This is an optimization exercise on Yosys and OpenROAD, whose aim is small area, not a production implementation. In this exercise RTL edits were held to simulation tests only and were not proved equivalent to the original.

Design axis_xgmii_tx, start of the top module:
module axis_xgmii_tx (
    input  logic        clk,
    input  logic        rst,
    input  logic [63:0] tdata_i,
    input  logic [7:0]  tkeep_i,
    input  logic        tvalid_i,
    input  logic        tlast_i,
    input  logic        tuser_i,
    output logic        tready_o,
    output logic [63:0] xgmii_d_o,
    output logic [7:0]  xgmii_c_o
);
Settings: LEC_CHECK=0, CAP_MARGIN=20, CORE_MARGIN=2, CORE_UTILIZATION=55, CTS_BUF_LIST=sky130_fd_sc_hd__clkbuf_8, GPL_TIMING_DRIVEN=1, SETUP_SLACK_MARGIN=0.05, SLEW_MARGIN=20, SYNTH_HIERARCHICAL=1; clock period 9.0 ns.
standard.sh (not shown) runs the stock make flow with config.mk's settings and CLKGATE_MAP_FILE= SYNTH_SCRIPT=/design/flow/synth_recipe.tcl, a recipe that flattens the netlist after the stock synthesis.
==> flow/flow/run.sh <==
#!/bin/bash
# Layout: the standard flow (standard synthesis unchanged), with the input and
# output port buffers made of the smallest plain buffer cell, and timing-driven global
# placement keeping only the resizer changes made once the placement has spread out.
set -euo pipefail
export BUFFER_PORTS_ARGS="-buffer_cell sky130_fd_sc_hd__buf_1"
export GPL_KEEP_OVERFLOW=0.3
bash standard.sh > standard_flow.log 2>&1
The starting point went through all stages and came out clean.
Edit:
==> flow/flow/run.sh (replaced) <==
#!/bin/bash
# Layout: the standard flow (standard synthesis unchanged), with the input and
# output port buffers made of the smallest plain buffer cell.
set -euo pipefail
export BUFFER_PORTS_ARGS="-buffer_cell sky130_fd_sc_hd__buf_1"
bash standard.sh > standard_flow.log 2>&1
--- a/flow/config.mk
+++ b/flow/config.mk
@@ -9,5 +9,5 @@
 export CORE_MARGIN = 2
-export CORE_UTILIZATION = 55
+export CORE_UTILIZATION = 40
 export CTS_BUF_LIST = sky130_fd_sc_hd__clkbuf_8
-export GPL_TIMING_DRIVEN = 1
+export GPL_TIMING_DRIVEN = 0
 export SETUP_SLACK_MARGIN = 0.05
Design area climbs by about 3%.
Count of clock-buffer cells in the layout grows by 3.
Sequential cell count is unchanged.
Utilization went down by 16 points.
Critical path depth increases by 1.
Worst setup slack degrades by 0.022 ns.
Edit:
--- a/flow/config.mk
+++ b/flow/config.mk
@@ -9,5 +9,5 @@
 export CORE_MARGIN = 2
-export CORE_UTILIZATION = 40
+export CORE_UTILIZATION = 68
 export CTS_BUF_LIST = sky130_fd_sc_hd__clkbuf_8
-export GPL_TIMING_DRIVEN = 0
+export GPL_TIMING_DRIVEN = 1
 export SETUP_SLACK_MARGIN = 0.05
After rerunning:
- The new run completed with no timing, DRC or antenna violations
- routed wire length decreases by about 5%
- register-to-register slack is worse by 0.02 ns
- final area is lower by about 5%
Edit:
--- a/flow/config.mk
+++ b/flow/config.mk
@@ -9,6 +9,6 @@
 export CORE_MARGIN = 2
-export CORE_UTILIZATION = 68
+export CORE_UTILIZATION = 50
 export CTS_BUF_LIST = sky130_fd_sc_hd__clkbuf_8
-export GPL_TIMING_DRIVEN = 1
-export SETUP_SLACK_MARGIN = 0.05
+export GPL_TIMING_DRIVEN = 0
+export SETUP_SLACK_MARGIN = 0.1
 export SLEW_MARGIN = 20
- The changed run went through all stages and came out clean
- global-route usage goes down by 11 points
- setup slack degrades by 0.12 ns
- area after synthesis is unchanged
- die area goes up by a quarter to a third
- non-clock buffer count shrinks by 43
- utilization goes down by 20 points
- flip-flop and latch count is unchanged

axis_xgmii_tx, a different RTL version from the one above (not shown whole).
Size in the first run: roughly 1200 cells after synthesis, ~170 flip-flops, ~150 I/O pins, ~12000 um^2 of cells after synthesis.
export LEC_CHECK = 0
export CAP_MARGIN = 20
export CORE_MARGIN = 2
export CORE_UTILIZATION = 55
export CTS_BUF_LIST = sky130_fd_sc_hd__clkbuf_8
export GPL_TIMING_DRIVEN = 1
export SETUP_SLACK_MARGIN = 0.0
export SLEW_MARGIN = 20
export SYNTH_HIERARCHICAL = 1
create_clock -name core_clock -period 9.0 [get_ports {clk}]
==> flow/flow/run.sh <==
#!/bin/bash
# Layout: the standard flow (standard synthesis unchanged), with the input and
# output port buffers made of the smallest plain buffer cell.
set -euo pipefail
export BUFFER_PORTS_ARGS="-buffer_cell sky130_fd_sc_hd__buf_1"
bash standard.sh > standard_flow.log 2>&1
The baseline finished with timing, DRC and antenna clean.
Next try:
--- a/flow/config.mk
+++ b/flow/config.mk
@@ -12,3 +12,3 @@
 export GPL_TIMING_DRIVEN = 1
-export SETUP_SLACK_MARGIN = 0.0
+export SETUP_SLACK_MARGIN = 0.05
 export SLEW_MARGIN = 20
After rerunning: The changed run finished clean. Count of clock-buffer cells in the layout stays the same. Cell count decreases by 0.47%. Design area decreases by 0.64%. First-iteration DRC count decreases by 2.2%. Routed wire length decreases by about 0.7%. Via count hardly moves.

axis_xgmii_tx with an RTL version that a note above also has.
Size in the first run: roughly 1200 cells after synthesis, roughly 170 flip-flops, about 150 I/O pins.
clock: 9.0 ns
lec_check: 0
cap_margin: 20
core_margin: 2
core_utilization: 55
cts_buf_list: sky130_fd_sc_hd__clkbuf_8
gpl_timing_driven: 1
setup_slack_margin: 0.05
slew_margin: 20
synth_hierarchical: 1
Scripts as last shown in full above: flow/flow/run.sh
Change:
--- a/flow/flow/run.sh
+++ b/flow/flow/run.sh
@@ -3 +3,2 @@
-# output port buffers made of the smallest plain buffer cell.
+# output port buffers made of the smallest plain buffer cell, and timing-driven global
+# placement keeping only the resizer changes made once the placement has spread out.
@@ -5,0 +7 @@
+export GPL_KEEP_OVERFLOW=0
After rerunning: The changed run passed the timing, DRC and antenna checks; non-clock buffer count is lower by 56; setup slack degrades by 0.15 ns; clock-buffer cell count shrinks by 1; design area goes up by a few percent; wire length fell by a few percent; synthesized cell count does not change.
Change:
==> flow/flow/run.sh (replaced) <==
#!/bin/bash
# Layout: the standard flow (standard synthesis unchanged), with the input and
# output port buffers made of the smallest plain buffer cell.
set -euo pipefail
export BUFFER_PORTS_ARGS="-buffer_cell sky130_fd_sc_hd__buf_1"
bash standard.sh > standard_flow.log 2>&1
CORE_UTILIZATION = 40   (was 55)
The new run finished with timing, DRC and antenna clean.
Synthesized cell count stays the same.
Utilization goes down by 18 points.
Critical path depth goes up by 1.
Routed wire length goes up by 5.5%.
Worst setup slack is better by 0.15 ns.
Cell area hardly moves.
Cell count goes up by 11%.
Via count goes up by 3.3%.
Area after synthesis is unchanged.

Starting RTL as in the previous note.
==> flow/config.mk <==
export PLATFORM = sky130hd
export DESIGN_NAME = axis_xgmii_tx
export DESIGN_NICKNAME = axis_xgmii_tx
export VERILOG_FILES = /design/flow/design.v
export SDC_FILE = /design/flow/constraint.sdc
export NUM_CORES = 4
export LEC_CHECK = 0
export CAP_MARGIN = 20
export CORE_MARGIN = 2
export CORE_UTILIZATION = 60
export CTS_BUF_LIST = sky130_fd_sc_hd__clkbuf_8
export GPL_TIMING_DRIVEN = 0
export SETUP_SLACK_MARGIN = 0.05
export SLEW_MARGIN = 20
export SYNTH_HIERARCHICAL = 1
==> flow/constraint.sdc <==
create_clock -name core_clock -period 9.0 [get_ports {clk}]
set_input_delay 1.8000 -clock core_clock [delete_from_list [all_inputs] [get_ports {clk}]]
set_output_delay 1.8000 -clock core_clock [all_outputs]
set_load 0.01 [all_outputs]
==> flow/flow/run.sh <==
#!/bin/bash
# Layout: the standard flow (standard synthesis unchanged), with the port buffers made of
# the smallest plain buffer and downsizing where slack allows.
set -euo pipefail
export BUFFER_PORTS_ARGS="-buffer_cell sky130_fd_sc_hd__buf_1"
export RECOVER_POWER=100
bash standard.sh > standard_flow.log 2>&1
The baseline finished with timing, DRC and antenna clean.
Next try:
==> flow/flow/run.sh (replaced) <==
#!/bin/bash
# Layout: the standard flow (standard synthesis unchanged), with the input and
# output port buffers made of the smallest plain buffer cell.
set -euo pipefail
export BUFFER_PORTS_ARGS="-buffer_cell sky130_fd_sc_hd__buf_1"
bash standard.sh > standard_flow.log 2>&1
--- a/flow/config.mk
+++ b/flow/config.mk
@@ -8,6 +8,9 @@
 export CAP_MARGIN = 20
+export CELL_PAD_IN_SITES_DETAIL_PLACEMENT = 0
+export CELL_PAD_IN_SITES_GLOBAL_PLACEMENT = 0
 export CORE_MARGIN = 2
-export CORE_UTILIZATION = 60
+export CORE_UTILIZATION = 55
 export CTS_BUF_LIST = sky130_fd_sc_hd__clkbuf_8
-export GPL_TIMING_DRIVEN = 0
+export GPL_TIMING_DRIVEN = 1
+export PLACE_DENSITY = 0.75
 export SETUP_SLACK_MARGIN = 0.05
Routed wire length went down by about 0.65%.
Global-route usage went down by 3.3 points.
Utilization went down by 9.0 points.
Hold slack is worse by 0.0053 ns.
Synthesized area stays the same.
Worst setup slack is better by 0.23 ns.
First-iteration DRC count went down by about 15%.
Synthesized cell count stays the same.
Clock skew went up by 0.0042 ns.
Die area went up by 8.8%.
Next try:
--- a/flow/config.mk
+++ b/flow/config.mk
@@ -14,3 +14,2 @@
 export GPL_TIMING_DRIVEN = 1
-export PLACE_DENSITY = 0.75
 export SETUP_SLACK_MARGIN = 0.05
What happened: The changed run finished with timing, DRC and antenna clean. Synthesized cell count is unchanged. Cell count stays flat. Area after synthesis is unchanged. Design area came out lower by about 0.34%. Wire length came out higher by about 1.5%. Global-route usage came out higher by 0.50 points. Flip-flop and latch count is unchanged. Hold slack improved by 0.014 ns.

axis_xgmii_tx, a different RTL version from the one above (not shown whole).
Size: roughly 170 flip-flops, ~150 I/O pins.
Settings: LEC_CHECK=0, CAP_MARGIN=20, CORE_MARGIN=2, CORE_UTILIZATION=55, CTS_BUF_LIST=sky130_fd_sc_hd__clkbuf_8, GPL_TIMING_DRIVEN=1, SETUP_SLACK_MARGIN=0.05, SLEW_MARGIN=20, SYNTH_HIERARCHICAL=1; clock period 9.0 ns.
==> flow/flow/run.sh <==
#!/bin/bash
# Layout: the standard synthesis unchanged, then the standard flow for the rest with
# the input and output port buffers made of the smallest plain buffer cell and the larger
# plain buffers left out of placement and timing repair.
set -euo pipefail
bash standard.sh synth > standard_synth.log 2>&1
export BUFFER_PORTS_ARGS="-buffer_cell sky130_fd_sc_hd__buf_1"
export DONT_USE_CELLS="sky130_fd_sc_hd__buf_4 sky130_fd_sc_hd__buf_6 sky130_fd_sc_hd__buf_8"
bash standard.sh > standard_flow.log 2>&1
Change:
==> flow/flow/run.sh (replaced) <==
#!/bin/bash
# Layout: the standard flow (standard synthesis unchanged), with the input and
# output port buffers made of the smallest plain buffer cell.
set -euo pipefail
export BUFFER_PORTS_ARGS="-buffer_cell sky130_fd_sc_hd__buf_1"
bash standard.sh > standard_flow.log 2>&1
- CORE_UTILIZATION: 55 -> 62
The new run passed the timing, DRC and antenna checks.
Non-clock buffer count came out lower by 6.
Worst setup slack gets worse by 0.38 ns.
Cell count came out lower by 2.8%.
Wire length came out lower by 1.3%.
Via count came out higher by 2.4%.
Global-route usage came out higher by 4.1 points.
Synthesized cell count stays the same.
Sequential share of layout area came out higher by 0.12 points.
Cell area came out lower by 0.48%.

==> afterwards: timing with drivers on the ports <==
Ports are ideal in the flow. The routed layouts listed here were re-timed in OpenROAD.
Step 1, drivers: a clkbuf_16 drives clk and a buf_2 each remaining input, both assumed.
Step 2 also shifts input and output timing later by t, the mid clock arrival at the registers, as if the neighbouring blocks saw the same clock.
a / b / c = no drivers / after step 1 / after step 2; a / b = the first two.
| run | t (ns) | slack for setup (ns) | hold slack, ns |
|---|---|---|---|
| the first run of note 1 | 0.515 | 0.370 / 0.370 / 0.370 | 0.410 / 0.410 / 0.410 |
| the second run of note 1 | 0.549 | 0.348 / 0.348 / 0.348 | 0.395 / 0.395 / 0.395 |
| the third run of note 1 | 0.520 | 0.325 / 0.325 / 0.325 | 0.404 / 0.404 / 0.404 |
| the fourth run of note 1 | 0.508 | 0.201 / 0.201 / 0.201 | 0.394 / 0.394 / 0.394 |
| the first run of note 2 | 0.519 | 0.363 / 0.363 / 0.363 | 0.367 / 0.367 / 0.367 |
| the second run of note 2 | 0.508 | 0.366 / 0.366 / 0.366 | 0.369 / 0.369 / 0.369 |
| the first run of note 3 | 0.518 | 0.427 / 0.427 / 0.427 | 0.408 / 0.408 / 0.408 |
| the second run of note 3 | 0.526 | 0.276 / 0.276 / 0.276 | 0.407 / 0.407 / 0.407 |
| the third run of note 3 | 0.538 | 0.422 / 0.422 / 0.422 | 0.378 / 0.378 / 0.378 |
| the first run of note 4 | 0.522 | 0.193 / 0.193 / 0.193 | 0.400 / 0.400 / 0.400 |
| the second run of note 4 | 0.518 | 0.420 / 0.420 / 0.420 | 0.394 / 0.394 / 0.394 |
| the third run of note 4 | 0.518 | 0.427 / 0.427 / 0.427 | 0.408 / 0.408 / 0.408 |
| the first run of note 5 | 0.506 | 0.608 / 0.608 / 0.608 | 0.369 / 0.369 / 0.369 |
| the second run of note 5 | 0.525 | 0.227 / 0.227 / 0.227 | 0.370 / 0.370 / 0.370 |
After both steps every run listed still meets setup and hold.
